Source: an optimization exercise on an open RTL-to-GDS flow (aim: small area and a short achievable clock period). Production flows keep margins and buffers that such runs may drop.
The RTL was checked by simulation tests, not by an equivalence proof against the original design.
Power is estimated from default activity; no workload was simulated.

==> flow/design.v <==
package apb_diag_pkg;
   localparam logic [11:0] OFF_CTRL   = 12'h000;
   localparam logic [11:0] OFF_STATUS = 12'h004;
   localparam logic [11:0] OFF_DROP   = 12'h008;
   localparam logic [11:0] OFF_POP    = 12'h00C;
   localparam int CTRL_EN      = 0;
   localparam int CTRL_CLR     = 1;
   localparam int CTRL_OVWR    = 2;
   localparam int CTRL_THR_LSB = 8;
   localparam int CTRL_THR_W   = 8;
   localparam int STAT_EMPTY = 16;
   localparam int STAT_FULL  = 17;
   typedef enum logic {
      IDLE = 1'b0,
      WAIT = 1'b1
   } state_e;
endpackage
module diag_buf_ram #(
   parameter int DEPTH = 64,
   parameter int AW    = $clog2(DEPTH)
) (
   input  logic             clk_i,
   input  logic [DEPTH-1:0] we_i,       
   input  logic [31:0]      wdata_i,
   input  logic [DEPTH-1:0] rsel_i,
   output logic [32*11-1:0] t_lo_n_o,    
   output logic [32*11-1:0] t_hi_n_o     
);
   logic [31:0] mem_q [DEPTH];
   for (genvar i = 0; i < DEPTH; i++) begin : g_row
      always_ff @(posedge clk_i) begin
         if (we_i[i]) begin
            mem_q[i] <= wdata_i;
         end
      end
   end
   for (genvar b = 0; b < 32; b++) begin : g_bit
      diag_sel32_n u_lo (
         .sel_i (rsel_i[31:0]),
         .d_i   ({mem_q[31][b], mem_q[30][b], mem_q[29][b], mem_q[28][b],
                  mem_q[27][b], mem_q[26][b], mem_q[25][b], mem_q[24][b],
                  mem_q[23][b], mem_q[22][b], mem_q[21][b], mem_q[20][b],
                  mem_q[19][b], mem_q[18][b], mem_q[17][b], mem_q[16][b],
                  mem_q[15][b], mem_q[14][b], mem_q[13][b], mem_q[12][b],
                  mem_q[11][b], mem_q[10][b], mem_q[9][b],  mem_q[8][b],
                  mem_q[7][b],  mem_q[6][b],  mem_q[5][b],  mem_q[4][b],
                  mem_q[3][b],  mem_q[2][b],  mem_q[1][b],  mem_q[0][b]}),
         .t_n_o (t_lo_n_o[11*b +: 11])
      );
      diag_sel32_n u_hi (
         .sel_i (rsel_i[63:32]),
         .d_i   ({mem_q[63][b], mem_q[62][b], mem_q[61][b], mem_q[60][b],
                  mem_q[59][b], mem_q[58][b], mem_q[57][b], mem_q[56][b],
                  mem_q[55][b], mem_q[54][b], mem_q[53][b], mem_q[52][b],
                  mem_q[51][b], mem_q[50][b], mem_q[49][b], mem_q[48][b],
                  mem_q[47][b], mem_q[46][b], mem_q[45][b], mem_q[44][b],
                  mem_q[43][b], mem_q[42][b], mem_q[41][b], mem_q[40][b],
                  mem_q[39][b], mem_q[38][b], mem_q[37][b], mem_q[36][b],
                  mem_q[35][b], mem_q[34][b], mem_q[33][b], mem_q[32][b]}),
         .t_n_o (t_hi_n_o[11*b +: 11])
      );
   end
endmodule
module diag_sel32_n (
   input  logic [31:0] sel_i,
   input  logic [31:0] d_i,
   output logic [10:0] t_n_o
);
   logic [10:0] t_n;    
   for (genvar k = 0; k < 10; k++) begin : g_aoi
      diag_aoi222 u_aoi (
         .a1 (sel_i[3*k]),   .a2 (d_i[3*k]),
         .b1 (sel_i[3*k+1]), .b2 (d_i[3*k+1]),
         .c1 (sel_i[3*k+2]), .c2 (d_i[3*k+2]),
         .y  (t_n[k])
      );
   end
   diag_aoi22 u_aoi_last (
      .a1 (sel_i[30]), .a2 (d_i[30]),
      .b1 (sel_i[31]), .b2 (d_i[31]),
      .y  (t_n[10])
   );
   assign t_n_o = t_n;
endmodule
module diag_aoi222 (
   input  logic a1, a2, b1, b2, c1, c2,
   output logic y
);
   assign y = ~((a1 & a2) | (b1 & b2) | (c1 & c2));
endmodule
module diag_aoi22 (
   input  logic a1, a2, b1, b2,
   output logic y
);
   assign y = ~((a1 & a2) | (b1 & b2));
endmodule
import apb_diag_pkg::*;
module apb_diag_buffer #(
   parameter int DEPTH = 64,
   parameter int CNT_W = $clog2(DEPTH) + 1
) (
   input  logic        pclk,
   input  logic        preset_n,
   input  logic [11:0] paddr,
   input  logic        psel,
   input  logic        penable,
   input  logic        pwrite,
   input  logic [31:0] pwdata,
   input  logic [3:0]  pstrb,
   output logic        pready,
   output logic [31:0] prdata,
   output logic        pslverr,
   input  logic        evt_valid,
   input  logic [31:0] evt_data,
   output logic        irq
);
   localparam int AW = $clog2(DEPTH);
   logic [7:0]       wlo_q, wlo_d;       
   logic [7:0]       whi_q, whi_d;       
   logic             acc_q, acc_d;       
   logic             popw_d;
   logic [DEPTH-1:0] rsel_q, rsel_d;     
   logic [CNT_W-1:0] count_q, count_d;
   logic [15:0]      drop_q, drop_d;
   logic             en_q, en_d;
   logic             ovwr_q, ovwr_d;
   logic [7:0]       thresh_q, thresh_d;
   logic             irq_q, irq_d;
   logic             popw_q;           
   logic             wrc_q;            
   logic             rdy_q, rdy_d;
   logic             err_q, err_d;
   logic [31:0]      rdata_d, rdhi_d;
   logic [31:0]      rdlo_n_q, rdhi_n_q;
   logic        access, wr_ctrl, clr;
   logic        full, do_pop;
   logic        push, grow, ovr, drop;
   logic        ram_we;
   logic [DEPTH-1:0] row_we;
   logic [CNT_W-1:0] cnt_inc, cnt_dec;
   logic [15:0]      drop_inc;
   logic [31:0] ram_rdata_lo_n, ram_rdata_hi_n;
   logic [32*11-1:0] t_lo_n, t_hi_n;
   logic [CNT_W-1:0] cnt_s;
   logic [15:0]      drop_s;
   logic             grow_s, drop_inc_s, empty_s, full_s;
   logic             a_ctrl, a_stat, a_drop, a_pop;
   logic [31:0]      regmux;
   assign access  = psel && penable;
   assign wr_ctrl = wrc_q;
   assign clr     = wr_ctrl && pstrb[0] && pwdata[CTRL_CLR];
   assign full    = count_q[CNT_W-1];
   assign do_pop  = popw_q;
   assign cnt_inc  = count_q + CNT_W'(1);
   assign cnt_dec  = count_q - CNT_W'(1);
   assign drop_inc = (drop_q == 16'hFFFF) ? drop_q : drop_q + 16'd1;
   assign push = en_q && evt_valid && !clr;
   assign grow = push && (!full || do_pop);
   assign ovr  = push && full && !do_pop && ovwr_q;
   assign drop = push && full && !do_pop;
   always_comb begin
      en_d     = en_q;
      ovwr_d   = ovwr_q;
      thresh_d = thresh_q;
      if (wr_ctrl) begin
         if (pstrb[0]) begin
            en_d   = pwdata[CTRL_EN];
            ovwr_d = pwdata[CTRL_OVWR];
         end
         if (pstrb[1]) begin
            thresh_d = pwdata[CTRL_THR_LSB +: CTRL_THR_W];
         end
      end
      wlo_d = wlo_q;
      whi_d = whi_q;
      if (grow || ovr) begin
         wlo_d = {wlo_q[6:0], wlo_q[7]};
         if (wlo_q[7]) begin
            whi_d = {whi_q[6:0], whi_q[7]};
         end
      end
      rsel_d = rsel_q;
      if (do_pop || ovr) begin
         rsel_d = {rsel_q[DEPTH-2:0], rsel_q[DEPTH-1]};
      end
      if (do_pop) begin
         count_d = grow ? count_q : cnt_dec;
      end else begin
         count_d = grow ? cnt_inc : count_q;
      end
      drop_d = drop ? drop_inc : drop_q;
      if (clr) begin
         wlo_d    = 8'd1;
         whi_d    = 8'd1;
         rsel_d   = DEPTH'(1);
         count_d  = '0;
         drop_d   = '0;
      end
   end
   assign ram_we = !full || (evt_valid && acc_q);
   assign popw_d = access && !rdy_q;
   for (genvar i = 0; i < DEPTH; i++) begin : g_we
      assign row_we[i] = ram_we && wlo_q[i % 8] && whi_q[i / 8];
   end
   assign acc_d  = en_d && (ovwr_d || popw_d);
   assign grow_s     = en_q && evt_valid && !full;
   assign drop_inc_s = en_q && evt_valid && full;
   assign cnt_s      = grow_s ? cnt_inc : count_q;
   assign drop_s     = drop_inc_s ? drop_inc : drop_q;
   assign empty_s    = (count_q == '0) && !grow_s;
   assign full_s     = cnt_s[CNT_W-1];
   assign a_ctrl = (paddr == OFF_CTRL);
   assign a_stat = (paddr == OFF_STATUS);
   assign a_drop = (paddr == OFF_DROP);
   assign a_pop  = (paddr == OFF_POP);
   always_comb begin
      regmux = '0;
      if (a_ctrl) begin
         regmux[CTRL_EN]                    = en_q;
         regmux[CTRL_OVWR]                  = ovwr_q;
         regmux[CTRL_THR_LSB +: CTRL_THR_W] = thresh_q;
      end
      if (a_stat) begin
         regmux[CNT_W-1:0]  = cnt_s;
         regmux[STAT_EMPTY] = empty_s;
         regmux[STAT_FULL]  = full_s;
      end
      if (a_drop) begin
         regmux[15:0] = drop_s;
      end
   end
   always_comb begin
      if (penable) begin
         rdata_d = ram_rdata_lo_n;
         rdhi_d  = ram_rdata_hi_n;
         rdy_d   = 1'b1;
         err_d   = 1'b0;
      end else begin
         rdata_d = ~regmux;
         rdhi_d  = '1;
         rdy_d   = !(psel && !pwrite && a_pop && !empty_s);
         if (pwrite) begin
            err_d = !a_ctrl;
         end else begin
            err_d = !(a_ctrl || a_stat || a_drop || a_pop) || (a_pop && empty_s);
         end
      end
   end
   for (genvar b = 0; b < 32; b++) begin : g_rd
      assign ram_rdata_lo_n[b] = &t_lo_n[11*b +: 11];
      assign ram_rdata_hi_n[b] = &t_hi_n[11*b +: 11];
   end
   assign irq_d = en_q && (thresh_q != 8'd0) && (32'(count_q) >= 32'(thresh_q));
   always_ff @(posedge pclk or negedge preset_n) begin
      if (!preset_n) begin
         wlo_q    <= 8'd1;
         whi_q    <= 8'd1;
         acc_q    <= 1'b0;
         rsel_q   <= DEPTH'(1);
         count_q  <= '0;
         drop_q   <= '0;
         en_q     <= 1'b0;
         ovwr_q   <= 1'b0;
         thresh_q <= '0;
         irq_q    <= 1'b0;
         popw_q   <= 1'b0;
         wrc_q    <= 1'b0;
      end else begin
         wlo_q    <= wlo_d;
         whi_q    <= whi_d;
         acc_q    <= acc_d;
         rsel_q   <= rsel_d;
         count_q  <= count_d;
         drop_q   <= drop_d;
         en_q     <= en_d;
         ovwr_q   <= ovwr_d;
         thresh_q <= thresh_d;
         irq_q    <= irq_d;
         popw_q   <= popw_d;
         wrc_q    <= psel && !penable && pwrite && (paddr == OFF_CTRL);
      end
   end
   always_ff @(posedge pclk) begin
      rdy_q   <= rdy_d;
      err_q   <= err_d;
      rdlo_n_q <= rdata_d;
      rdhi_n_q <= rdhi_d;
   end
   diag_buf_ram #(
      .DEPTH (DEPTH),
      .AW    (AW)
   ) u_ram (
      .clk_i   (pclk),
      .we_i    (row_we),
      .wdata_i (evt_data),
      .rsel_i  (rsel_q),
      .t_lo_n_o (t_lo_n),
      .t_hi_n_o (t_hi_n)
   );
   assign pready  = rdy_q;
   assign prdata  = ~(rdlo_n_q & rdhi_n_q);
   assign pslverr = err_q;
   assign irq     = irq_q;
endmodule
export LEC_CHECK = 0
export CAP_MARGIN = 20
export CORE_MARGIN = 2
export CORE_UTILIZATION = 60
export CTS_CLUSTER_DIAMETER = 100
export CTS_CLUSTER_SIZE = 24
export PLACE_DENSITY = 0.7
export SETUP_SLACK_MARGIN = 2.7
export SLEW_MARGIN = 20
export SYNTH_HIERARCHICAL = 1
create_clock -name core_clock -period 5.0 [get_ports {pclk}]
standard.sh (not shown) runs the stock make flow with config.mk's settings and CLKGATE_MAP_FILE= SYNTH_SCRIPT=/design/flow/synth_recipe.tcl, a recipe that flattens the netlist after the stock synthesis.
==> flow/flow/run.sh <==
#!/bin/bash
# Layout flow: the standard flow (standard synthesis unchanged), with the
# port buffers inserted as buf_4 instead of the placer's default delay buffer.
set -euo pipefail
bash standard.sh "BUFFER_PORTS_ARGS=-buffer_cell sky130_fd_sc_hd__buf_4" finish > flow_make.log 2>&1
The first run went through all stages and came out clean.
Next try:
--- a/flow/design.v
+++ b/flow/design.v
@@ -20,16 +20,18 @@
    parameter int AW    = $clog2(DEPTH)
 ) (
    input  logic             clk_i,
-   input  logic [DEPTH-1:0] we_i,       
+   input  logic             we_i,
+   input  logic [7:0]       wlo_i,      
+   input  logic [7:0]       whi_i,      
    input  logic [31:0]      wdata_i,
    input  logic [DEPTH-1:0] rsel_i,
-   output logic [32*11-1:0] t_lo_n_o,    
-   output logic [32*11-1:0] t_hi_n_o     
+   output logic [31:0]      rdata_lo_n_o,
+   output logic [31:0]      rdata_hi_n_o
 );
    logic [31:0] mem_q [DEPTH];
    for (genvar i = 0; i < DEPTH; i++) begin : g_row
       always_ff @(posedge clk_i) begin
-         if (we_i[i]) begin
+         if (we_i && wlo_i[i % 8] && whi_i[i / 8]) begin
             mem_q[i] <= wdata_i;
          end
       end
@@ -45,7 +47,7 @@
                   mem_q[11][b], mem_q[10][b], mem_q[9][b],  mem_q[8][b],
                   mem_q[7][b],  mem_q[6][b],  mem_q[5][b],  mem_q[4][b],
                   mem_q[3][b],  mem_q[2][b],  mem_q[1][b],  mem_q[0][b]}),
-         .t_n_o (t_lo_n_o[11*b +: 11])
+         .y_n_o (rdata_lo_n_o[b])
       );
       diag_sel32_n u_hi (
          .sel_i (rsel_i[63:32]),
@@ -57,16 +59,17 @@
                   mem_q[43][b], mem_q[42][b], mem_q[41][b], mem_q[40][b],
                   mem_q[39][b], mem_q[38][b], mem_q[37][b], mem_q[36][b],
                   mem_q[35][b], mem_q[34][b], mem_q[33][b], mem_q[32][b]}),
-         .t_n_o (t_hi_n_o[11*b +: 11])
+         .y_n_o (rdata_hi_n_o[b])
       );
    end
 endmodule
 module diag_sel32_n (
    input  logic [31:0] sel_i,
    input  logic [31:0] d_i,
-   output logic [10:0] t_n_o
+   output logic        y_n_o
 );
    logic [10:0] t_n;    
+   logic [2:0]  u;      
    for (genvar k = 0; k < 10; k++) begin : g_aoi
       diag_aoi222 u_aoi (
          .a1 (sel_i[3*k]),   .a2 (d_i[3*k]),
@@ -80,7 +83,10 @@
       .b1 (sel_i[31]), .b2 (d_i[31]),
       .y  (t_n[10])
    );
-   assign t_n_o = t_n;
+   diag_nand4 u_n0 (.a (t_n[0]), .b (t_n[1]), .c (t_n[2]),  .d (t_n[3]), .y (u[0]));
+   diag_nand4 u_n1 (.a (t_n[4]), .b (t_n[5]), .c (t_n[6]),  .d (t_n[7]), .y (u[1]));
+   diag_nand3 u_n2 (.a (t_n[8]), .b (t_n[9]), .c (t_n[10]), .y (u[2]));
+   diag_nor3  u_o  (.a (u[0]),   .b (u[1]),   .c (u[2]),   .y (y_n_o));
 endmodule
 module diag_aoi222 (
    input  logic a1, a2, b1, b2, c1, c2,
@@ -94,6 +100,24 @@
 );
    assign y = ~((a1 & a2) | (b1 & b2));
 endmodule
+module diag_nand4 (
+   input  logic a, b, c, d,
+   output logic y
+);
+   assign y = ~(a & b & c & d);
+endmodule
+module diag_nand3 (
+   input  logic a, b, c,
+   output logic y
+);
+   assign y = ~(a & b & c);
+endmodule
+module diag_nor3 (
+   input  logic a, b, c,
+   output logic y
+);
+   assign y = ~(a | b | c);
+endmodule
 import apb_diag_pkg::*;
 module apb_diag_buffer #(
    parameter int DEPTH = 64,
@@ -136,11 +160,9 @@
    logic        full, do_pop;
    logic        push, grow, ovr, drop;
    logic        ram_we;
-   logic [DEPTH-1:0] row_we;
    logic [CNT_W-1:0] cnt_inc, cnt_dec;
    logic [15:0]      drop_inc;
    logic [31:0] ram_rdata_lo_n, ram_rdata_hi_n;
-   logic [32*11-1:0] t_lo_n, t_hi_n;
    logic [CNT_W-1:0] cnt_s;
    logic [15:0]      drop_s;
    logic             grow_s, drop_inc_s, empty_s, full_s;
@@ -199,9 +221,6 @@
    end
    assign ram_we = !full || (evt_valid && acc_q);
    assign popw_d = access && !rdy_q;
-   for (genvar i = 0; i < DEPTH; i++) begin : g_we
-      assign row_we[i] = ram_we && wlo_q[i % 8] && whi_q[i / 8];
-   end
    assign acc_d  = en_d && (ovwr_d || popw_d);
    assign grow_s     = en_q && evt_valid && !full;
    assign drop_inc_s = en_q && evt_valid && full;
@@ -246,10 +265,6 @@
          end
       end
    end
-   for (genvar b = 0; b < 32; b++) begin : g_rd
-      assign ram_rdata_lo_n[b] = &t_lo_n[11*b +: 11];
-      assign ram_rdata_hi_n[b] = &t_hi_n[11*b +: 11];
-   end
    assign irq_d = en_q && (thresh_q != 8'd0) && (32'(count_q) >= 32'(thresh_q));
    always_ff @(posedge pclk or negedge preset_n) begin
       if (!preset_n) begin
@@ -291,11 +306,13 @@
       .AW    (AW)
    ) u_ram (
       .clk_i   (pclk),
-      .we_i    (row_we),
+      .we_i    (ram_we),
+      .wlo_i   (wlo_q),
+      .whi_i   (whi_q),
       .wdata_i (evt_data),
       .rsel_i  (rsel_q),
-      .t_lo_n_o (t_lo_n),
-      .t_hi_n_o (t_hi_n)
+      .rdata_lo_n_o (ram_rdata_lo_n),
+      .rdata_hi_n_o (ram_rdata_hi_n)
    );
    assign pready  = rdy_q;
    assign prdata  = ~(rdlo_n_q & rdhi_n_q);
Wire length barely changes. Setup slack degrades by 0.27 ns. Via count rose slightly. Total power stays flat. Cell count rose slightly. Synthesized cell count rose slightly. Maximum frequency fell by roughly a tenth. Global-route usage fell by 1.3 points. Clock power barely changes. Sequential cell count stays the same.

static timing again, ports no longer ideal:
The results above use ideal ports. As a check the final layouts listed here were re-extracted and re-timed, cells and wires unchanged.
Step 1 assumes that a clkbuf_16 drives the clock port and a buf_2 every other input.
Step 2 times the ports against the registers' clock, not the clock port: input delays grow and output delays shrink by t, the midpoint of the rising clock arrivals with the driver on.
a / b / c = no drivers / after step 1 / after step 2; a / b = the first two.
| run | shift t [ns] | setup WS [ns] | hold WS [ns] | slew at the worst register clock pin (ns) |
|---|---|---|---|---|
| the first run | 0.812 | 2.595 / 2.560 / 1.929 | 0.321 / 0.286 / 0.457 | 0.10 / 0.10 |
| the second run | 0.826 | 2.326 / 2.326 / 1.967 | 0.302 / 0.264 / 0.458 | 0.10 / 0.10 |
After both steps setup and hold are still met in every run listed. For the first run, which loses most, drivers alone change the setup slack by -0.035 ns; drivers and shift together by -0.666 ns.
